From an optimization exercise on the open Yosys and OpenROAD flow, aimed at small area, a short achievable clock period and few clock cycles per item; shortcuts taken in it are not production practice. RTL that was checked went through simulation tests only; none was proved equivalent to the original. No functional check of the RTL was part of runs 2 and 3.

==> flow/design.v, too long to show whole: its modules and the start of the top module <==
// module iir_fa: 10 lines
// module iir_ha: 9 lines
// module iir_df1_biquad_axis: 1072 lines
module iir_df1_biquad_axis
#(
    parameter int unsigned coeff_width  = 16,
    parameter int unsigned inout_width  = 16,
    parameter int unsigned scale_factor = 14,
    parameter int          a1_int_coeff = -31880,
    parameter int          a2_int_coeff = 15531,
    parameter int          bo_int_coeff = 167,
    parameter int          b1_int_coeff = -302,
    parameter int          b2_int_coeff = 167
) (
    input  logic                          clk,
    input  logic                          rst,
    input  logic                          s_axis_tvalid,
    input  logic signed [inout_width-1:0] s_axis_tdata,
    output logic                          m_axis_tready,
    output logic signed [inout_width-1:0] m_axis_tdata,
    output logic                          m_axis_tvalid
);
  // ...
==> flow/flow/run.sh <==
#!/bin/bash
# The standard layout (standard.sh: the ORFS flow, standard synthesis included), with
# one change: the buffers placed on the input and output ports are buf_2 cells instead of
# the delay buffers buffer_ports picks by default. Every port still gets its buffer.
set -euo pipefail
export BUFFER_PORTS_ARGS="-buffer_cell sky130_fd_sc_hd__buf_2"
bash standard.sh finish > standard_flow.log 2>&1
==> flow/standard.sh <==
#!/bin/bash
# synth_recipe.tcl (not shown) runs the flow's synth.tcl, then flattens the netlist and writes it again
# the make line also repeats each setting of config.mk as NAME=value (left out here)
make -C /OpenROAD-flow-scripts/flow DESIGN_CONFIG=/design/flow/config.mk WORK_HOME=/design/flow/orfs CLKGATE_MAP_FILE= SYNTH_SCRIPT=/design/flow/synth_recipe.tcl "${@:-finish}"
==> flow/config.mk <==
export PLATFORM = sky130hd
export DESIGN_NAME = iir_df1_biquad_axis
export DESIGN_NICKNAME = iir_df1_biquad_axis
export VERILOG_FILES = /design/flow/design.v
export SDC_FILE = /design/flow/constraint.sdc
export NUM_CORES = 4
export LEC_CHECK = 0
export ABC_AREA = 1
export CAP_MARGIN = 20
export CORE_MARGIN = 2
export CORE_UTILIZATION = 40
export CTS_BUF_LIST = sky130_fd_sc_hd__clkbuf_8
export SETUP_SLACK_MARGIN = 3.0
export SLEW_MARGIN = 20
export SYNTH_HIERARCHICAL = 1
export SYNTH_MINIMUM_KEEP_SIZE = 0
==> flow/constraint.sdc <==
create_clock -name core_clock -period 7.0 [get_ports {clk}]
set_input_delay 1.4000 -clock core_clock [delete_from_list [all_inputs] [get_ports {clk}]]
set_output_delay 1.4000 -clock core_clock [all_outputs]
set_load 0.01 [all_outputs]
==> results.txt, run 1 <==
The routing usage on met1 is 26.0%. The routed length on met1 came out at 12700 um. The site row count is 63. The worst path buffer plus inverter count came out at 0. In the final layout, the registers with the most flip-flops are ga_q (27), gb_q (20), t_q (18). The number of antenna violations at the first check in global routing is 0. The via count came out at 8053. The proportion of synthesized chip area in sequential cells came out at 22.5%. The iteration count of the initial detailed-routing pass is 5. The flow ran to the end and the layout has no timing, DRC or antenna violations. The worst register-to-register path has a depth of 10. The startpoint type of the worst setup path is a flop. Clock tree synthesis found a total of 133 sinks. The post-synthesis cell type count came out at 39. The utilization after layout is 43.8%. The share of the clock period used by the worst path came out at 53.0%.

The number of slew-limit violations in the final report came out at 0. The fraction of met3 tracks used by global routing is 2.35%. The cell sitting at the root of the clock tree is a sky130_fd_sc_hd__clkbuf_8. Leaving out fill and tap cells, the most frequent cell in the layout is sky130_fd_sc_hd__fa_1. The die outline area came out at 31000 um^2. After clock tree synthesis, the clock-pin slew on the worst setup and hold paths is 0.08 ns. The layout cell share with drive strength beyond 1 is 9.28%. The width of the die came out at 176 um. The adder-cell share of the synthesized area is 46.0%.

The critical path depth came out at 10. The relative area change from synthesis to final layout is 8.59%. The critical path is of the flop to flop type. The layout multi-input combinational cell count came out at 902. In this run, post-CTS hold repair placed 0 buffers. The area share of the largest cell type after synthesis is 36.0%.

The time the final worst path needs with I/O delays and setup came out at 3.71 ns. ga_q holds more flip-flops than any other register. The clock insertion delay at the later pin of the skew report is 0.46 ns. The number of nets with antenna violations after routing came out at 0. Across the placement rows, the number of tap cells is 390.
Testbench counts, summed over its fixed seeds: cycles 24,024, items 24,000.
==> inputs of run 2 (changes only) <==
--- a/flow/design.v
+++ b/flow/design.v
@@ -40,17 +40,17 @@
     output logic                          m_axis_tvalid
 );
     logic        v1_q, v2_q, v3_q;        
     logic [15:0] hx1_q, hx2_q;            
     logic [15:0] y1_q;                    
     logic [15:0] yb_q;                    
     logic signed [17:0] t_d, t_q;
     logic [31:0]  ga_d, ga_q;
-    logic [31:10] gb_d, gb_q;
+    logic [31:4] gb_d, gb_q;
     logic         gc_d, gc_q;
     logic         c29;
     logic [2:0]   top0, top1;
     logic         ok0, ok1, hi_ok, sgn;
     logic [15:0]  y_sat;
     logic tt1, tt2, tt3, tt4, tt5, tt6, tt7, tt8, tt9, tt10, tt11, tt12;
     logic tt13, tt14, tt15, tt16, tt17, tt18, tt19, tt20, tt21, tt22, tt23, tt24;
     logic tt25, tt26, tt27, tt28, tt29, tt30, tt31, tt32, tt33, tt34, tt35, tt36;
@@ -559,119 +559,64 @@
     assign gt393 = ~gt263;
     iir_fa u_gt394 (.a(gt393), .b(gt326), .c(gt327), .s(gt394), .co(gt395));
     assign gt396 = ~gt330;
     iir_fa u_gt397 (.a(gt396), .b(gt272), .c(gt328), .s(gt397), .co(gt398));
     assign gt399 = ~gt274;
     iir_fa u_gt400 (.a(gt332), .b(gt399), .c(gt331), .s(gt400), .co(gt401));
     iir_ha u_gt402 (.a(yb_q[12]), .b(gt334), .s(gt402), .co(gt403));
     assign gt404 = ~yb_q[12] & gt334;
-    logic [9:0] glg, glp;
+    logic [3:0] glg, glp;
     assign glg[0] = t_q[0] & yb_q[0];
     assign glp[0] = t_q[0] | yb_q[0];
     assign glg[1] = ~t_q[0] & ~gt335;
     assign glp[1] = ~t_q[0] | ~gt335;
     assign glg[2] = gt337 & gt339;
     assign glp[2] = gt337 | gt339;
     assign glg[3] = gt340 & gt342;
     assign glp[3] = gt340 | gt342;
-    assign glg[4] = gt343 & gt344;
-    assign glp[4] = gt343 | gt344;
-    assign glg[5] = gt345 & gt346;
-    assign glp[5] = gt345 | gt346;
-    assign glg[6] = gt347 & gt348;
-    assign glp[6] = gt347 | gt348;
-    assign glg[7] = gt349 & gt350;
-    assign glp[7] = gt349 | gt350;
-    assign glg[8] = gt351 & gt352;
-    assign glp[8] = gt351 | gt352;
-    assign glg[9] = gt353 & gt354;
-    assign glp[9] = gt353 | gt354;
     logic glG1, glP1;
     assign glG1 = glg[1] | (glp[1] & glg[0]);
     assign glP1 = glp[1] & glp[0];
     logic glG2, glP2;
     assign glG2 = glg[3] | (glp[3] & glg[2]);
     assign glP2 = glp[3] & glp[2];
     logic glG3, glP3;
-    assign glG3 = glg[5] | (glp[5] & glg[4]);
-    assign glP3 = glp[5] & glp[4];
+    assign glG3 = glg[2] | (glp[2] & glG1);
+    assign glP3 = glp[2] & glP1;
     logic glG4, glP4;
-    assign glG4 = glg[7] | (glp[7] & glg[6]);
-    assign glP4 = glp[7] & glp[6];
-    logic glG5, glP5;
-    assign glG5 = glg[9] | (glp[9] & glg[8]);
-    assign glP5 = glp[9] & glp[8];
-    logic glG6, glP6;
-    assign glG6 = glg[2] | (glp[2] & glG1);
-    assign glP6 = glp[2] & glP1;
-    logic glG7, glP7;
-    assign glG7 = glG2 | (glP2 & glG1);
-    assign glP7 = glP2 & glP1;
-    logic glG8, glP8;
-    assign glG8 = glg[6] | (glp[6] & glG3);
-    assign glP8 = glp[6] & glP3;
-    logic glG9, glP9;
-    assign glG9 = glG4 | (glP4 & glG3);
-    assign glP9 = glP4 & glP3;
-    logic glG10, glP10;
-    assign glG10 = glg[4] | (glp[4] & glG7);
-    assign glP10 = glp[4] & glP7;
-    logic glG11, glP11;
-    assign glG11 = glG3 | (glP3 & glG7);
-    assign glP11 = glP3 & glP7;
-    logic glG12, glP12;
-    assign glG12 = glG8 | (glP8 & glG7);
-    assign glP12 = glP8 & glP7;
-    logic glG13, glP13;
-    assign glG13 = glG9 | (glP9 & glG7);
-    assign glP13 = glP9 & glP7;
-    logic glG14, glP14;
-    assign glG14 = glg[8] | (glp[8] & glG13);
-    assign glP14 = glp[8] & glP13;
-    logic glG15, glP15;
-    assign glG15 = glG5 | (glP5 & glG13);
-    assign glP15 = glP5 & glP13;
+    assign glG4 = glG2 | (glP2 & glG1);
+    assign glP4 = glP2 & glP1;
     logic glx0;
     iir_ha u_glx0 (.a(t_q[0]), .b(yb_q[0]), .s(glx0), .co());
     logic glx1;
     iir_ha u_glx1 (.a(~t_q[0]), .b(~gt335), .s(glx1), .co());
     logic glx2;
     iir_ha u_glx2 (.a(gt337), .b(gt339), .s(glx2), .co());
     logic glx3;
     iir_ha u_glx3 (.a(gt340), .b(gt342), .s(glx3), .co());
-    logic glx4;
-    iir_ha u_glx4 (.a(gt343), .b(gt344), .s(glx4), .co());
-    logic glx5;
-    iir_ha u_glx5 (.a(gt345), .b(gt346), .s(glx5), .co());
-    logic glx6;
-    iir_ha u_glx6 (.a(gt347), .b(gt348), .s(glx6), .co());
-    logic glx7;
-    iir_ha u_glx7 (.a(gt349), .b(gt350), .s(glx7), .co());
-    logic glx8;
-    iir_ha u_glx8 (.a(gt351), .b(gt352), .s(glx8), .co());
-    logic glx9;
-    iir_ha u_glx9 (.a(gt353), .b(gt354), .s(glx9), .co());
-    assign ga_d = {1'b1, 1'b0, ~yb_q[14], ~yb_q[13], gt404, gt401, ~gt398, ~gt395, ~gt392, ~gt389, ~gt386, gt383, gt380, ~gt377, gt374, gt371, gt368, gt365, gt362, gt359, gt357, gt355, (glx9 ^ glG14), (glx8 ^ glG13), (glx7 ^ glG12), (glx6 ^ glG11), (glx5 ^ glG10), (glx4 ^ glG7), (glx3 ^ glG6), (glx2 ^ glG1), (glx1 ^ glg[0]), (glx0 ^ 1'b0)};
-    assign gb_d = {1'b0, 1'b0, yb_q[15], yb_q[14], yb_q[13], ~gt402, gt400, ~gt397, ~gt394, ~gt391, ~gt388, ~gt385, gt382, gt379, ~gt376, gt373, gt370, gt367, gt364, gt361, gt358, gt356};
-    assign gc_d = glG15;
+    assign ga_d = {1'b1, 1'b0, ~yb_q[14], ~yb_q[13], gt404, gt401, ~gt398, ~gt395, ~gt392, ~gt389, ~gt386, gt383, gt380, ~gt377, gt374, gt371, gt368, gt365, gt362, gt359, gt357, gt355, gt353, gt351, gt349, gt347, gt345, gt343, (glx3 ^ glG3), (glx2 ^ glG1), (glx1 ^ glg[0]), (glx0 ^ 1'b0)};
+    assign gb_d = {1'b0, 1'b0, yb_q[15], yb_q[14], yb_q[13], ~gt402, gt400, ~gt397, ~gt394, ~gt391, ~gt388, ~gt385, gt382, gt379, ~gt376, gt373, gt370, gt367, gt364, gt361, gt358, gt356, gt354, gt352, gt350, gt348, gt346, gt344};
+    assign gc_d = glG4;
     logic lt1, lt2, lt3, lt4, lt5, lt6, lt7, lt8, lt9, lt10, lt11, lt12;
     logic lt13, lt14, lt15, lt16, lt17, lt18, lt19, lt20, lt21, lt22, lt23, lt24;
     logic lt25, lt26, lt27, lt28, lt29, lt30, lt31, lt32, lt33, lt34, lt35, lt36;
     logic lt37, lt38, lt39, lt40, lt41, lt42, lt43, lt44, lt45, lt46, lt47, lt48;
     logic lt49, lt50, lt51, lt52, lt53, lt54, lt55, lt56, lt57, lt58, lt59, lt60;
     logic lt61, lt62, lt63, lt64, lt65, lt66, lt67, lt68, lt69, lt70, lt71, lt72;
     logic lt73, lt74, lt75, lt76, lt77, lt78, lt79, lt80, lt81, lt82, lt83, lt84;
     logic lt85, lt86, lt87, lt88, lt89, lt90, lt91, lt92, lt93, lt94, lt95, lt96;
     logic lt97, lt98, lt99, lt100, lt101, lt102, lt103, lt104, lt105, lt106, lt107, lt108;
     logic lt109, lt110, lt111, lt112, lt113, lt114, lt115, lt116, lt117, lt118, lt119, lt120;
     logic lt121, lt122, lt123, lt124, lt125, lt126, lt127, lt128, lt129, lt130, lt131, lt132;
     logic lt133, lt134, lt135, lt136, lt137, lt138, lt139, lt140, lt141, lt142, lt143, lt144;
     logic lt145, lt146, lt147, lt148, lt149, lt150, lt151, lt152, lt153, lt154, lt155, lt156;
-    iir_fa u_lt1 (.a(ga_q[10]), .b(gb_q[10]), .c(gc_q), .s(lt1), .co(lt2));
+    logic lt157, lt158, lt159, lt160, lt161, lt162, lt163, lt164, lt165, lt166, lt167, lt168;
+    logic lt169, lt170, lt171, lt172, lt173, lt174;
+    iir_ha u_lt1 (.a(ga_q[10]), .b(gb_q[10]), .s(lt1), .co(lt2));
     iir_fa u_lt3 (.a(ga_q[11]), .b(gb_q[11]), .c(y1_q[8]), .s(lt3), .co(lt4));
     iir_fa u_lt5 (.a(ga_q[12]), .b(gb_q[12]), .c(y1_q[9]), .s(lt5), .co(lt6));
     iir_fa u_lt7 (.a(ga_q[13]), .b(gb_q[13]), .c(y1_q[10]), .s(lt7), .co(lt8));
     iir_fa u_lt9 (.a(ga_q[14]), .b(gb_q[14]), .c(y1_q[11]), .s(lt9), .co(lt10));
     iir_fa u_lt11 (.a(ga_q[15]), .b(gb_q[15]), .c(y1_q[12]), .s(lt11), .co(lt12));
     iir_ha u_lt13 (.a(y1_q[8]), .b(y1_q[0]), .s(lt13), .co(lt14));
     iir_fa u_lt15 (.a(ga_q[16]), .b(gb_q[16]), .c(y1_q[13]), .s(lt15), .co(lt16));
     assign lt17 = ~y1_q[6];
@@ -692,76 +637,85 @@
     iir_ha u_lt42 (.a(y1_q[6]), .b(y1_q[11]), .s(lt42), .co(lt43));
     assign lt44 = y1_q[6] & ~y1_q[11];
     iir_fa u_lt45 (.a(ga_q[22]), .b(gb_q[22]), .c(y1_q[7]), .s(lt45), .co(lt46));
     iir_ha u_lt47 (.a(y1_q[15]), .b(y1_q[12]), .s(lt47), .co(lt48));
     assign lt49 = ~(y1_q[15] | y1_q[12]);
     iir_fa u_lt50 (.a(ga_q[23]), .b(gb_q[23]), .c(y1_q[8]), .s(lt50), .co(lt51));
     iir_ha u_lt52 (.a(ga_q[24]), .b(gb_q[24]), .s(lt52), .co(lt53));
     iir_ha u_lt54 (.a(ga_q[25]), .b(gb_q[25]), .s(lt54), .co(lt55));
-    iir_ha u_lt56 (.a(y1_q[7]), .b(y1_q[3]), .s(lt56), .co(lt57));
-    iir_fa u_lt58 (.a(y1_q[4]), .b(lt2), .c(lt3), .s(lt58), .co(lt59));
-    iir_fa u_lt60 (.a(y1_q[5]), .b(lt4), .c(lt5), .s(lt60), .co(lt61));
-    iir_fa u_lt62 (.a(y1_q[6]), .b(lt6), .c(lt7), .s(lt62), .co(lt63));
-    iir_fa u_lt64 (.a(y1_q[7]), .b(lt8), .c(lt9), .s(lt64), .co(lt65));
-    iir_fa u_lt66 (.a(lt13), .b(lt10), .c(lt11), .s(lt66), .co(lt67));
-    iir_fa u_lt68 (.a(lt14), .b(lt12), .c(lt15), .s(lt68), .co(lt69));
-    iir_fa u_lt70 (.a(lt16), .b(lt20), .c(lt19), .s(lt70), .co(lt71));
-    iir_fa u_lt72 (.a(lt21), .b(lt25), .c(lt24), .s(lt72), .co(lt73));
-    assign lt74 = ~lt32;
-    iir_fa u_lt75 (.a(lt74), .b(lt26), .c(lt30), .s(lt75), .co(lt76));
-    iir_fa u_lt77 (.a(lt34), .b(lt31), .c(lt35), .s(lt77), .co(lt78));
-    iir_fa u_lt79 (.a(lt39), .b(lt36), .c(lt40), .s(lt79), .co(lt80));
-    iir_fa u_lt81 (.a(lt44), .b(lt47), .c(lt41), .s(lt81), .co(lt82));
-    iir_fa u_lt83 (.a(lt49), .b(lt46), .c(lt50), .s(lt83), .co(lt84));
-    assign lt85 = ~y1_q[14];
-    iir_fa u_lt86 (.a(y1_q[9]), .b(lt85), .c(lt52), .s(lt86), .co(lt87));
-    iir_fa u_lt88 (.a(y1_q[15]), .b(y1_q[10]), .c(lt53), .s(lt88), .co(lt89));
-    iir_fa u_lt90 (.a(ga_q[26]), .b(gb_q[26]), .c(y1_q[11]), .s(lt90), .co(lt91));
-    iir_ha u_lt92 (.a(ga_q[27]), .b(gb_q[27]), .s(lt92), .co(lt93));
-    iir_ha u_lt94 (.a(ga_q[28]), .b(gb_q[28]), .s(lt94), .co(lt95));
-    iir_ha u_lt96 (.a(ga_q[29]), .b(gb_q[29]), .s(lt96), .co(lt97));
-    iir_ha u_lt98 (.a(ga_q[7]), .b(y1_q[4]), .s(lt98), .co(lt99));
-    iir_fa u_lt100 (.a(ga_q[8]), .b(y1_q[5]), .c(y1_q[1]), .s(lt100), .co(lt101));
-    iir_fa u_lt102 (.a(ga_q[9]), .b(y1_q[6]), .c(y1_q[2]), .s(lt102), .co(lt103));
-    assign lt104 = ~y1_q[0];
-    iir_fa u_lt105 (.a(lt104), .b(lt56), .c(lt1), .s(lt105), .co(lt106));
-    assign lt107 = ~y1_q[1];
-    iir_fa u_lt108 (.a(lt107), .b(lt57), .c(lt58), .s(lt108), .co(lt109));
-    assign lt110 = ~y1_q[2];
-    iir_fa u_lt111 (.a(lt110), .b(lt59), .c(lt60), .s(lt111), .co(lt112));
-    iir_fa u_lt113 (.a(lt27), .b(lt61), .c(lt62), .s(lt113), .co(lt114));
-    assign lt115 = ~y1_q[4];
-    iir_fa u_lt116 (.a(lt115), .b(lt63), .c(lt64), .s(lt116), .co(lt117));
-    assign lt118 = ~y1_q[5];
-    iir_fa u_lt119 (.a(lt118), .b(lt65), .c(lt66), .s(lt119), .co(lt120));
-    iir_fa u_lt121 (.a(lt18), .b(lt67), .c(lt68), .s(lt121), .co(lt122));
-    iir_fa u_lt123 (.a(lt23), .b(lt69), .c(lt70), .s(lt123), .co(lt124));
-    assign lt125 = ~lt28;
-    iir_fa u_lt126 (.a(lt125), .b(lt71), .c(lt72), .s(lt126), .co(lt127));
-    assign lt128 = ~lt29;
-    iir_fa u_lt129 (.a(lt128), .b(lt75), .c(lt73), .s(lt129), .co(lt130));
-    assign lt131 = ~lt37;
-    iir_fa u_lt132 (.a(lt131), .b(lt76), .c(lt77), .s(lt132), .co(lt133));
-    assign lt134 = ~lt42;
-    iir_fa u_lt135 (.a(lt134), .b(lt78), .c(lt79), .s(lt135), .co(lt136));
-    iir_fa u_lt137 (.a(lt45), .b(lt80), .c(lt81), .s(lt137), .co(lt138));
-    assign lt139 = ~y1_q[13];
-    iir_fa u_lt140 (.a(lt139), .b(lt82), .c(lt83), .s(lt140), .co(lt141));
-    iir_fa u_lt142 (.a(lt51), .b(lt86), .c(lt84), .s(lt142), .co(lt143));
-    iir_fa u_lt144 (.a(lt54), .b(lt87), .c(lt88), .s(lt144), .co(lt145));
-    iir_fa u_lt146 (.a(lt55), .b(lt90), .c(lt89), .s(lt146), .co(lt147));
-    iir_fa u_lt148 (.a(y1_q[12]), .b(lt92), .c(lt91), .s(lt148), .co(lt149));
-    iir_fa u_lt150 (.a(y1_q[13]), .b(lt93), .c(lt94), .s(lt150), .co(lt151));
-    iir_fa u_lt152 (.a(y1_q[14]), .b(lt95), .c(lt96), .s(lt152), .co(lt153));
-    iir_ha u_lt154 (.a(y1_q[15]), .b(lt97), .s(lt154), .co(lt155));
-    assign lt156 = ~y1_q[15] & lt97;
+    iir_ha u_lt56 (.a(ga_q[4]), .b(gb_q[4]), .s(lt56), .co(lt57));
+    iir_ha u_lt58 (.a(ga_q[5]), .b(gb_q[5]), .s(lt58), .co(lt59));
+    iir_ha u_lt60 (.a(ga_q[6]), .b(gb_q[6]), .s(lt60), .co(lt61));
+    iir_fa u_lt62 (.a(ga_q[7]), .b(gb_q[7]), .c(y1_q[4]), .s(lt62), .co(lt63));
+    iir_fa u_lt64 (.a(ga_q[8]), .b(gb_q[8]), .c(y1_q[5]), .s(lt64), .co(lt65));
+    iir_fa u_lt66 (.a(ga_q[9]), .b(gb_q[9]), .c(y1_q[6]), .s(lt66), .co(lt67));
+    iir_fa u_lt68 (.a(y1_q[7]), .b(y1_q[3]), .c(lt1), .s(lt68), .co(lt69));
+    assign lt70 = ~y1_q[1];
+    iir_fa u_lt71 (.a(y1_q[4]), .b(lt70), .c(lt2), .s(lt71), .co(lt72));
+    iir_fa u_lt73 (.a(y1_q[5]), .b(lt4), .c(lt5), .s(lt73), .co(lt74));
+    iir_fa u_lt75 (.a(y1_q[6]), .b(lt6), .c(lt7), .s(lt75), .co(lt76));
+    iir_fa u_lt77 (.a(y1_q[7]), .b(lt8), .c(lt9), .s(lt77), .co(lt78));
+    iir_fa u_lt79 (.a(lt13), .b(lt10), .c(lt11), .s(lt79), .co(lt80));
+    iir_fa u_lt81 (.a(lt14), .b(lt12), .c(lt15), .s(lt81), .co(lt82));
+    iir_fa u_lt83 (.a(lt16), .b(lt20), .c(lt19), .s(lt83), .co(lt84));
+    iir_fa u_lt85 (.a(lt21), .b(lt25), .c(lt24), .s(lt85), .co(lt86));
+    assign lt87 = ~lt32;
+    iir_fa u_lt88 (.a(lt87), .b(lt26), .c(lt30), .s(lt88), .co(lt89));
+    iir_fa u_lt90 (.a(lt34), .b(lt31), .c(lt35), .s(lt90), .co(lt91));
+    iir_fa u_lt92 (.a(lt39), .b(lt36), .c(lt40), .s(lt92), .co(lt93));
+    iir_fa u_lt94 (.a(lt44), .b(lt47), .c(lt41), .s(lt94), .co(lt95));
+    iir_fa u_lt96 (.a(lt49), .b(lt46), .c(lt50), .s(lt96), .co(lt97));
+    assign lt98 = ~y1_q[14];
+    iir_fa u_lt99 (.a(y1_q[9]), .b(lt98), .c(lt52), .s(lt99), .co(lt100));
+    iir_fa u_lt101 (.a(y1_q[15]), .b(y1_q[10]), .c(lt53), .s(lt101), .co(lt102));
+    iir_fa u_lt103 (.a(ga_q[26]), .b(gb_q[26]), .c(y1_q[11]), .s(lt103), .co(lt104));
+    iir_ha u_lt105 (.a(ga_q[27]), .b(gb_q[27]), .s(lt105), .co(lt106));
+    iir_ha u_lt107 (.a(ga_q[28]), .b(gb_q[28]), .s(lt107), .co(lt108));
+    iir_ha u_lt109 (.a(ga_q[29]), .b(gb_q[29]), .s(lt109), .co(lt110));
+    iir_ha u_lt111 (.a(gc_q), .b(y1_q[1]), .s(lt111), .co(lt112));
+    iir_fa u_lt113 (.a(y1_q[2]), .b(lt57), .c(lt58), .s(lt113), .co(lt114));
+    iir_fa u_lt115 (.a(y1_q[3]), .b(lt59), .c(lt60), .s(lt115), .co(lt116));
+    iir_fa u_lt117 (.a(y1_q[0]), .b(lt61), .c(lt62), .s(lt117), .co(lt118));
+    iir_fa u_lt119 (.a(y1_q[1]), .b(lt63), .c(lt64), .s(lt119), .co(lt120));
+    iir_fa u_lt121 (.a(y1_q[2]), .b(lt65), .c(lt66), .s(lt121), .co(lt122));
+    assign lt123 = ~y1_q[0];
+    iir_fa u_lt124 (.a(lt123), .b(lt67), .c(lt68), .s(lt124), .co(lt125));
+    iir_fa u_lt126 (.a(lt3), .b(lt69), .c(lt71), .s(lt126), .co(lt127));
+    assign lt128 = ~y1_q[2];
+    iir_fa u_lt129 (.a(lt128), .b(lt72), .c(lt73), .s(lt129), .co(lt130));
+    iir_fa u_lt131 (.a(lt27), .b(lt74), .c(lt75), .s(lt131), .co(lt132));
+    assign lt133 = ~y1_q[4];
+    iir_fa u_lt134 (.a(lt133), .b(lt76), .c(lt77), .s(lt134), .co(lt135));
+    assign lt136 = ~y1_q[5];
+    iir_fa u_lt137 (.a(lt136), .b(lt78), .c(lt79), .s(lt137), .co(lt138));
+    iir_fa u_lt139 (.a(lt18), .b(lt80), .c(lt81), .s(lt139), .co(lt140));
+    iir_fa u_lt141 (.a(lt23), .b(lt82), .c(lt83), .s(lt141), .co(lt142));
+    assign lt143 = ~lt28;
+    iir_fa u_lt144 (.a(lt143), .b(lt84), .c(lt85), .s(lt144), .co(lt145));
+    assign lt146 = ~lt29;
+    iir_fa u_lt147 (.a(lt146), .b(lt88), .c(lt86), .s(lt147), .co(lt148));
+    assign lt149 = ~lt37;
+    iir_fa u_lt150 (.a(lt149), .b(lt89), .c(lt90), .s(lt150), .co(lt151));
+    assign lt152 = ~lt42;
+    iir_fa u_lt153 (.a(lt152), .b(lt91), .c(lt92), .s(lt153), .co(lt154));
+    iir_fa u_lt155 (.a(lt45), .b(lt93), .c(lt94), .s(lt155), .co(lt156));
+    assign lt157 = ~y1_q[13];
+    iir_fa u_lt158 (.a(lt157), .b(lt95), .c(lt96), .s(lt158), .co(lt159));
+    iir_fa u_lt160 (.a(lt51), .b(lt99), .c(lt97), .s(lt160), .co(lt161));
+    iir_fa u_lt162 (.a(lt54), .b(lt100), .c(lt101), .s(lt162), .co(lt163));
+    iir_fa u_lt164 (.a(lt55), .b(lt103), .c(lt102), .s(lt164), .co(lt165));
+    iir_fa u_lt166 (.a(y1_q[12]), .b(lt105), .c(lt104), .s(lt166), .co(lt167));
+    iir_fa u_lt168 (.a(y1_q[13]), .b(lt106), .c(lt107), .s(lt168), .co(lt169));
+    iir_fa u_lt170 (.a(y1_q[14]), .b(lt108), .c(lt109), .s(lt170), .co(lt171));
+    iir_ha u_lt172 (.a(y1_q[15]), .b(lt110), .s(lt172), .co(lt173));
+    assign lt174 = ~y1_q[15] & lt110;
     logic [31:0] la, lb;
-    assign la = {lt156, lt153, lt151, lt149, lt147, lt145, lt143, lt141, lt138, lt136, lt133, lt130, lt127, lt124, lt122, lt120, lt117, lt114, lt112, lt109, lt106, lt103, lt101, lt99, lt98, ga_q[6], ga_q[5], ga_q[4], ga_q[3], ga_q[2], ga_q[1], ga_q[0]};
-    assign lb = {1'b1, ~lt154, lt152, lt150, lt148, lt146, lt144, lt142, lt140, lt137, lt135, lt132, lt129, lt126, lt123, lt121, lt119, lt116, lt113, lt111, lt108, lt105, lt102, lt100, y1_q[0], y1_q[3], y1_q[2], y1_q[1], y1_q[0], 1'b0, 1'b0, 1'b0};
+    assign la = {lt174, lt171, lt169, lt167, lt165, lt163, lt161, lt159, lt156, lt154, lt151, lt148, lt145, lt142, lt140, lt138, lt135, lt132, lt130, lt127, lt125, lt122, lt120, lt118, lt116, lt114, lt112, lt111, ga_q[3], ga_q[2], ga_q[1], ga_q[0]};
+    assign lb = {1'b1, ~lt172, lt170, lt168, lt166, lt164, lt162, lt160, lt158, lt155, lt153, lt150, lt147, lt144, lt141, lt139, lt137, lt134, lt131, lt129, lt126, lt124, lt121, lt119, lt117, lt115, lt113, lt56, y1_q[0], 1'b0, 1'b0, 1'b0};
     logic [28:14] cs;
     logic [28:0] lcg, lcp;
     assign lcg[0] = la[0] & lb[0];
     assign lcp[0] = la[0] | lb[0];
     assign lcg[1] = la[1] & lb[1];
     assign lcp[1] = la[1] | lb[1];
     assign lcg[2] = la[2] & lb[2];
     assign lcp[2] = la[2] | lb[2];
==> flow/run.sh (new file) <==
#!/bin/bash
# synth_recipe.tcl (not shown) runs the flow's synth.tcl, then flattens the netlist and writes it again
# the make line also repeats each setting of config.mk as NAME=value (left out here)
make -C /OpenROAD-flow-scripts/flow DESIGN_CONFIG=/design/flow/config.mk WORK_HOME=/design/flow/orfs CLKGATE_MAP_FILE= SYNTH_SCRIPT=/design/flow/synth_recipe.tcl finish
removed: flow/flow/run.sh
removed: flow/standard.sh
==> results.txt, run 2 <==
The number of nets with antenna violations after routing is 0 (unchanged). The flip-flop count of the largest register after layout came out at 27 (unchanged). The share of the clock period used by the worst path came out at 53.3% (was 53.0%).

The clock insertion delay at the later pin of the skew report is 0.46 ns (about the same). The destination of the critical timing path is yb_q[0] (was ga_q[9]). The average detailed-routed wire length per instance is 15.6 um (was 15.1 um).

The synthesized instance count came to 1271 (was 1269). The die outline area is 31700 um^2 (was 31000 um^2). The XOR/XNOR share of the synthesized area is 1.52% (was 1.99%). Result of the run: finished clean (unchanged). The core area came out at 29700 um^2 (was 29400 um^2). The minimum setup slack after placement is 2.90 ns (was 2.98 ns). The register-to-register setup slack is 3.27 ns (was 3.29 ns).

The fill cell instance count of the final layout is 2838 (was 2863). The required time of the worst setup path came out at 7.36 ns (was 7.38 ns). The via count is 8125 (was 8053). The CTS root buffer is sky130_fd_sc_hd__clkbuf_8 (unchanged). The via count of the first global-routing pass is 8318 (was 8261). The class of the most critical hold timing path is flop to flop (unchanged). The final total negative setup slack is 0 ns (unchanged). The layout cell share with drive strength beyond 1 is 7.76% (was 9.28%). The capture instance of the worst register-to-register path is yb_q[0] (was ga_q[9]). The iteration count of the initial detailed-routing pass came out at 5 (unchanged). The global-route usage over all layers came out at 18.0% (was 17.9%). The post-synthesis register bit count was 139 (was 133). The site row count came to 63 (unchanged).

The share of synthesized registers carrying an async set or reset is 0% (unchanged). The post-synthesis cell type count is 37 (was 39). The clock slew at the register clock pins of the worst setup and hold paths is 0.08 ns (about the same). The most used standard cell by instance count after synthesis is sky130_fd_sc_hd__nand2_1 (was sky130_fd_sc_hd__fa_1). The standard cell with the maximum stage delay on the critical path is sky130_fd_sc_hd__fa_1 (was sky130_fd_sc_hd__dfxtp_1). The post-synthesis compound-gate area fraction is 6.29% (was 8.02%). The remaining design rule violation count came out at 0 (unchanged).

The total inserted antenna cells was 0 (unchanged). Series of cell instances along the critical path: fa_1, fa_1, fa_1, inv_1, nand2_1, o21ai_2, nor2_4, inv_2, nor2_2, nand2_2, nand2_4, nand2_4, nand3_2, nand2_8, nand2_1, nand3_1, nand2_1, inv_1 (was ha_1, fa_1, fa_1, fa_1, nor2_1, nor2_1, a221oi_1, nand3_1, o21ai_0, xnor2_1). The number of buffers inserted to repair setup after CTS came to 0 (unchanged). The beginning of the worst register-to-register path was y1_q[12] (was yb_q[1]). The prevailing post-synth register cell is sky130_fd_sc_hd__dfxtp_1 (unchanged). The total setup violations reported at the end of the flow was 0 (unchanged). Unrepaired setup endpoints after global routing: false (unchanged). The simple-gate portion of the synthesized area is 15.9% (was 13.9%). The number of placed cells counting well taps is 1673 (unchanged). The register containing the most flip-flops in the final layout is ga_q (unchanged).

The adder-cell share of the synthesized area came to 45.7% (was 46.0%). The count of clock tree sinks came out at 139 (was 133). The post-layout instance count excluding filler cells is 1705 (unchanged). The proportion of synthesized chip area in sequential cells came out at 23.0% (was 22.5%). The detailed placement HPWL is 21400 um (was 21200 um).

The kind of end point of the critical path is a flop (unchanged). The maximum number of pins on one net before global-route repair came to 68 (was 43). Commonest cells after routing, fill and taps aside: sky130_fd_sc_hd__nand2_1, sky130_fd_sc_hd__fa_1, sky130_fd_sc_hd__inv_1 (was sky130_fd_sc_hd__fa_1, sky130_fd_sc_hd__inv_1, sky130_fd_sc_hd__nand2_1). The fraction of synthesized area in multiplexers came out at 0% (unchanged). The number of buffers on the longest clock path came out at 2 (unchanged). The kind of critical path is flop to flop (unchanged). Cells taking the most area after synthesis: sky130_fd_sc_hd__fa_1, sky130_fd_sc_hd__dfxtp_1, sky130_fd_sc_hd__ha_1 (unchanged). The synthesized net count came out at 1601 (was 1596). The width of the die came out at 178 um (was 176 um).

The wire length of the first global-routing pass is 43800 um (was 43200 um). The overall overflow remaining after global route is 0 (unchanged). The number of hold violations in the final report is 0 (unchanged). The startpoint type of the worst setup path is a flop (unchanged).

The iteration-0 DRC count of the detailed router was 451 (was 419). The dominant cell type by area after synthesis is sky130_fd_sc_hd__fa_1 (unchanged). The final worst-path setup slack came out at 3.27 ns (was 3.29 ns). The most common cell after layout, fill and taps aside is sky130_fd_sc_hd__nand2_1 (was sky130_fd_sc_hd__fa_1).

The highest cell delay on the worst timing path is 0.58 ns (was 0.75 ns). The chip height came out at 178 um (was 176 um). The top-level port count was 37 (unchanged). The global placement routability congestion came to 0.835 (was 0.807). The effective utilization at floorplan is 40.8% (was 40.3%). The time the final worst path needs with I/O delays and setup was 3.73 ns (was 3.71 ns). The post-synthesis cell area is 12100 um^2 (was 11900 um^2). The worst-case clock skew was 0.0158 ns (was 0.0193 ns). The Yosys warning count is 7 (unchanged).

The H-tree depth is 4 (unchanged). The TritonCTS clock tree was built (unchanged).

The combinational family with the most area after synthesis is adder cells (unchanged). The startpoint of the worst setup timing path is y1_q[12] (was yb_q[1]). The number of antenna violations at the first check in global routing is 0 (unchanged). The number of buffers inserted during clock tree synthesis is 17 (unchanged). The detail-routed via count per cell is 4.77 (was 4.72). The measured slew at the worst slew-check pin came out at 0.988 ns (was 1.02 ns).

The post-synthesis area per instance is 9.53 um^2 (was 9.34 um^2). Largest registers in the final layout: ga_q (27), gb_q (26), t_q (18) (was ga_q (27), gb_q (20), t_q (18)).

The area share of the largest cell type after synthesis is 36.2% (was 36.0%). Top cells by instance count after synthesis: sky130_fd_sc_hd__nand2_1, sky130_fd_sc_hd__fa_1, sky130_fd_sc_hd__inv_1 (was sky130_fd_sc_hd__fa_1, sky130_fd_sc_hd__inv_1, sky130_fd_sc_hd__nand2_1). The data arrival time of the critical path came to 4.09 ns (about the same). The headroom to the max-slew limit is 34.1% (was 32.2%). The final routed wirelength across all metal layers was 26500 um (was 25800 um). The highest achievable clock rate came out at 268 MHz (was 270 MHz). The peak fanout along the critical path is 15 (was 10).

The relative area change from synthesis to final layout came out at 9.51% (was 8.59%). The count of input and output buffers is 35 (unchanged). The number of slew-limit violations in the final report is 0 (unchanged). The worst hold slack after final layout came to 0.442 ns (was 0.518 ns). The number of nets in the layout is 1632 (was 1629). The reported max-cap violation count is 0 (unchanged). The number of flops mapped to enable cells by yosys is 0 (unchanged). The path depth of the worst reg2reg path came out at 18 (was 10).

==> run 2: changes by cell type in the layout (fill, tap and decap cells not counted), moves of 6 or more <==
cell / delta
sky130_fd_sc_hd__o21ai_1: -12
sky130_fd_sc_hd__nand2_4: +11
sky130_fd_sc_hd__nand2_1: +35
sky130_fd_sc_hd__a21oi_1: +21
sky130_fd_sc_hd__buf_2: -34
sky130_fd_sc_hd__a211oi_1: +14
sky130_fd_sc_hd__dfxtp_1: +6
sky130_fd_sc_hd__nor2_1: -33
sky130_fd_sc_hd__fa_1: +6
sky130_fd_sc_hd__nand3_1: +15
sky130_fd_sc_hd__a21oi_2: -11
sky130_fd_sc_hd__clkdlybuf4s50_1: +34
sky130_fd_sc_hd__o21ai_0: -41
==> run 2: per-module statistics from Yosys, one instance, submodules excluded <==
module               copies in the design  cells  cell area, um^2
iir_df1_biquad_axis                     1    962             6620
iir_fa                                218      1             20.0
iir_ha                                 91      1             12.5
==> run 2: worst min-delay path by stage <==
stage / startpoint / end / slack [ns] / depth (start not counted)
after floorplan: v1_q / v2_q / 0.42 / 2
after detailed placement: v1_q / v2_q / 0.43 / 2
after CTS: v1_q / v2_q / 0.44 / 2
after global routing: v1_q / v2_q / 0.47 / 2
final: v1_q / v2_q / 0.44 / 2
after global placement: v1_q / v2_q / 0.42 / 2
==> run 2: per-layer routing <==
metal / routed length [um] / global-route usage, % / part of all wire, %
met3: 825 / 2.86 / 3.1
met2: 12900 / 29.8 / 49
met1: 12400 / 24.8 / 47
met4: 321 / 4.58 / 1.2
met5: 0 / 0 / 0
==> run 2: kinds of logic after synthesis <==
| logic type | after synthesis |
|---|---|
| and+or+nand+nor | 432 |
| adders and majority gates | 311 |
| buffers and inverters | 233 |
| DFF | 139 |
| AOI/OAI and AO/OA | 134 |
| xor gates and xnor gates | 21 |
| other | 1 |
==> run 2: repair_timing <==
action,CTS,global route
gates cloned,0,0
endpoints found under the setup margin,30,30
hold buffers,0,0
resized for setup,3,8
==> run 2: area by class of cell <==
class,instances,area [um^2],share of cell area (%)
Clock inverter,13,141,1.07
Multi-Input combinational cell,899,8440,63.6
Sequential cell,139,2790,21.0
Inverter,206,773,5.83
Timing Repair Buffer,39,375,2.83
Tap cell,390,488,3.68
Clock buffer,19,262,1.97
==> run 2: per-stage QoR <==
stage,util (%),instance area (um^2)
floorplan,-,12100
global placement,43.2,12800
detailed placement,43.2,12800
global route,44.7,13300
finish,44.7,13300
CTS,44.6,13200
==> run 2: worst max-delay path: cells and delay by family (launching register included) <==
kind            cells  cell delay (ns)
buf+inv             3             0.13
simple gates       11             1.34
flops               1             0.49
compound gates      1             0.08
fa+ha+maj           3             1.57
==> inputs of run 3 (changes only) <==
--- a/flow/config.mk
+++ b/flow/config.mk
@@ -12,3 +12,3 @@
 export CTS_BUF_LIST = sky130_fd_sc_hd__clkbuf_8
-export SETUP_SLACK_MARGIN = 3.0
+export SETUP_SLACK_MARGIN = 3.3
 export SLEW_MARGIN = 20
==> results.txt, run 3 <==
Largest registers in the final layout: ga_q (27), gb_q (26), t_q (18) (unchanged). Commonest cells after routing, fill and taps aside: sky130_fd_sc_hd__nand2_1, sky130_fd_sc_hd__fa_1, sky130_fd_sc_hd__inv_1 (unchanged). The most common cell after layout, fill and taps aside is sky130_fd_sc_hd__nand2_1 (unchanged). The peak fanout along the critical path is 7 (was 15). The iteration-0 DRC count of the detailed router came to 536 (was 451). The worst-case clock skew is 0.0162 ns (was 0.0158 ns). The iteration count of the initial detailed-routing pass is 5 (unchanged). The detail-routed via count per cell came out at 4.82 (was 4.77). The class of the most critical hold timing path is flop to flop (unchanged). The Yosys warning count is 7 (unchanged). The kind of end point of the critical path is a flop (unchanged). The number of flops mapped to enable cells by yosys came out at 0 (unchanged). The highest achievable clock rate came out at 282 MHz (was 268 MHz). The global-route usage over all layers came out at 18.0% (about the same). The worst hold slack after final layout is 0.443 ns (was 0.442 ns). The number of slew-limit violations in the final report came to 0 (unchanged). The area taken by flip-flops and latches came out at 2820 um^2 (was 2790 um^2). The overall overflow remaining after global route came out at 0 (unchanged). The post-synthesis area per instance is 9.53 um^2 (unchanged). The total setup violations reported at the end of the flow came out at 0 (unchanged). Top cells by instance count after synthesis: sky130_fd_sc_hd__nand2_1, sky130_fd_sc_hd__fa_1, sky130_fd_sc_hd__inv_1 (unchanged). The number of buffers on the longest clock path came out at 2 (unchanged). The H-tree depth came out at 4 (unchanged). The core area came out at 29700 um^2 (unchanged). The maximum number of pins on one net before global-route repair came out at 68 (unchanged). The total inserted antenna cells is 0 (unchanged). The count of clock tree sinks is 139 (unchanged). The via count came out at 8307 (was 8125).

The prevailing post-synth register cell is sky130_fd_sc_hd__dfxtp_1 (unchanged). The final non-filler cell area came out at 13500 um^2 (was 13300 um^2). The via count of the first global-routing pass is 8328 (was 8318). The relative area change from synthesis to final layout came out at 11.7% (was 9.51%). The area share of the largest cell type after synthesis is 36.2% (unchanged). The kind of critical path is flop to flop (unchanged). The required time of the worst setup path is 7.36 ns (about the same). The share of synthesized registers carrying an async set or reset was 0% (unchanged). The measured slew at the worst slew-check pin came to 0.988 ns (about the same). The layout cell share with drive strength beyond 1 was 10.1% (was 7.76%). The fill cell instance count of the final layout is 2818 (was 2838). The cell area after placement was 12800 um^2 (unchanged).

The site row count is 63 (unchanged). The TritonCTS clock tree is built (unchanged). The cell depth of the worst hold path is 2 (unchanged). The effective utilization at floorplan is 40.8% (unchanged). The number of nets in the layout is 1649 (was 1632).

The path depth of the worst reg2reg path is 17 (was 18). The headroom to the max-slew limit is 34.0% (was 34.1%). The time the final worst path needs with I/O delays and setup came out at 3.55 ns (was 3.73 ns). The width of the die is 178 um (unchanged). Unrepaired setup endpoints after global routing: true (was false). The CTS root buffer is sky130_fd_sc_hd__clkbuf_8 (unchanged). The reported max-cap violation count is 0 (unchanged). The chip height came out at 178 um (unchanged). Cells taking the most area after synthesis: sky130_fd_sc_hd__fa_1, sky130_fd_sc_hd__dfxtp_1, sky130_fd_sc_hd__ha_1 (unchanged).

The number of hold violations in the final report is 0 (unchanged). The clock insertion delay at the later pin of the skew report was 0.46 ns (about the same). The post-synthesis cell area came to 12100 um^2 (unchanged).

The post-synthesis cell type count is 37 (unchanged). The flip-flop count of the largest register after layout is 27 (unchanged). The number of antenna violations at the first check in global routing is 0 (unchanged). The number of nets with antenna violations after routing came out at 0 (unchanged). The die outline area is 31700 um^2 (unchanged). The wire length of the first global-routing pass is 43900 um (was 43800 um).

The detailed placement HPWL is 21400 um (unchanged). The synthesized instance count was 1271 (unchanged). The count of input and output buffers is 35 (unchanged). The clock slew at the register clock pins of the worst setup and hold paths came out at 0.09 ns (was 0.08 ns).

The remaining design rule violation count is 0 (unchanged). The global placement routability congestion is 0.835 (unchanged). The final total negative setup slack was 0 ns (unchanged). The share of the clock period used by the worst path came out at 50.7% (was 53.3%). The average detailed-routed wire length per instance was 15.9 um (was 15.6 um). The proportion of synthesized chip area in sequential cells is 23.0% (unchanged).

Result of the run: finished clean (unchanged). The area of the multi-input gates came out at 8570 um^2 (was 8440 um^2). The register containing the most flip-flops in the final layout is ga_q (unchanged). The final routed wirelength across all metal layers was 27500 um (was 26500 um).

The number of buffers inserted during clock tree synthesis is 17 (unchanged). The synthesized net count is 1601 (unchanged). The startpoint type of the worst setup path is a flop (unchanged). The most used standard cell by instance count after synthesis is sky130_fd_sc_hd__nand2_1 (unchanged). The post-synthesis register bit count came out at 139 (unchanged).

The top-level port count came to 37 (unchanged). The data arrival time of the critical path is 3.91 ns (was 4.09 ns). The count of hold-fix buffers inserted at cts was 0 (unchanged). The dominant cell type by area after synthesis is sky130_fd_sc_hd__fa_1 (unchanged).
[run 3: cell counts after synthesis]
Identical to the previous run, type by type.
[run 3: critical path, cell delays in order (launching register included)]
cell,delay (ns)
sky130_fd_sc_hd__dfxtp_4,0.37
sky130_fd_sc_hd__fa_1,0.48
sky130_fd_sc_hd__fa_1,0.53
sky130_fd_sc_hd__fa_2,0.51
sky130_fd_sc_hd__nor2_4,0.17
sky130_fd_sc_hd__nor2_2,0.07
sky130_fd_sc_hd__nand2_2,0.09
sky130_fd_sc_hd__nor2_4,0.04
sky130_fd_sc_hd__nand2_1,0.11
sky130_fd_sc_hd__nand2_4,0.09
sky130_fd_sc_hd__a21oi_4,0.25
sky130_fd_sc_hd__nand2_4,0.10
sky130_fd_sc_hd__nand2_1,0.12
sky130_fd_sc_hd__nand2_4,0.13
sky130_fd_sc_hd__nand2_4,0.16
sky130_fd_sc_hd__nand3_1,0.09
sky130_fd_sc_hd__nand2_1,0.09
sky130_fd_sc_hd__inv_1,0.05
[run 3: layout make-up]
class,instances,area share [%]
multi-input cells,903,63.3
repair buffers,52,3.50
well taps,390,3.61
flip-flops and latches,139,20.9
clock buffers,19,1.93
clock inverters,13,1.04
inverters,206,5.71
[run 3: Yosys stat by module, one instance, submodules excluded]
module,flops+latches,cell area [um^2]
iir_ha,0,12.5
iir_df1_biquad_axis,139,6620
iir_fa,0,20.0
[run 3: worst paths after layout]
check	from	to	slack, ns
min reg2reg	v1_q	v2_q	0.44
max	y1_q[13]	yb_q[11]	3.45
min	v1_q	v2_q	0.44
max reg2reg	y1_q[13]	yb_q[11]	3.45
[run 3: cell families (layout without fill, tap and decap cells)]
family                   Yosys count  count (layout)  share of synthesized area, %
AND/OR/NAND/NOR                  432             436                          15.9
adder cells (fa/ha/maj)          311             311                          45.7
buffers and inverters            233             290                          7.59
flip-flops                       139             139                          23.0
AO/OA/AOI/OAI                    134             134                          6.29
XOR/XNOR                          21              21                          1.52
other                              1               1                        0.0309
[run 3: what timing repair did]
item,CTS,global route
endpoints found under the setup margin,30,32
gates resized for setup,12,34
cloned,0,4
buffers inserted,0,13
pin swaps,0,8
[run 3: metrics by stage]
stage | cells | setup WS (ns) | utilization, %
6_report | 1722 | 3.45 | 45.5
3_5_place_dp | 1673 | 2.90 | 43.2
3_3_place_gp | 1673 | 2.97 | 43.2
5_1_grt | 1722 | 3.28 | 45.5
2_1_floorplan | 1271 | 3.69 | -
4_1_cts | 1705 | 3.31 | 44.7
[run 3: layer usage]
metal  global-route usage [%]  vias up  wire [um]
met5                        0        -          0
met4                     4.58        0        373
met3                     2.86       30       1010
met2                     29.8      165      13300
met1                     24.8     4131      12800
li1                         -     3981          -

separate check: timing with driven ports:
Ports are ideal in the flow. The routed layouts listed here were re-timed in OpenROAD. Step 1 (the two cells are an assumption about what drives the block):
set clk [get_ports {clk}]
set_driving_cell -lib_cell sky130_fd_sc_hd__clkbuf_16 $clk
set_driving_cell -lib_cell sky130_fd_sc_hd__buf_2 [delete_from_list [all_inputs] $clk]
Step 2 moves the port delays by t, midway between the first and last clock arrival at a register: inputs arrive t later, outputs are due t later. That takes back most of the time a late clock gives input paths. Three values: ideal, step 1, step 2; two values: the first two.
run	shift t [ns]	setup WS [ns]	hold WS [ns]	clock arrival spread, ns
run 1	0.489	3.290 / 3.290 / 3.290	0.518 / 0.518 / 0.518	0.020 / 0.020
run 2	0.493	3.270 / 3.270 / 3.213	0.442 / 0.442 / 0.442	0.017 / 0.017
run 3	0.490	3.448 / 3.448 / 3.212	0.443 / 0.443 / 0.443	0.017 / 0.017
After both steps setup and hold are still met in every run listed. For run 3, which loses most, drivers alone change the setup slack by 0.000 ns; drivers and shift together by -0.236 ns.
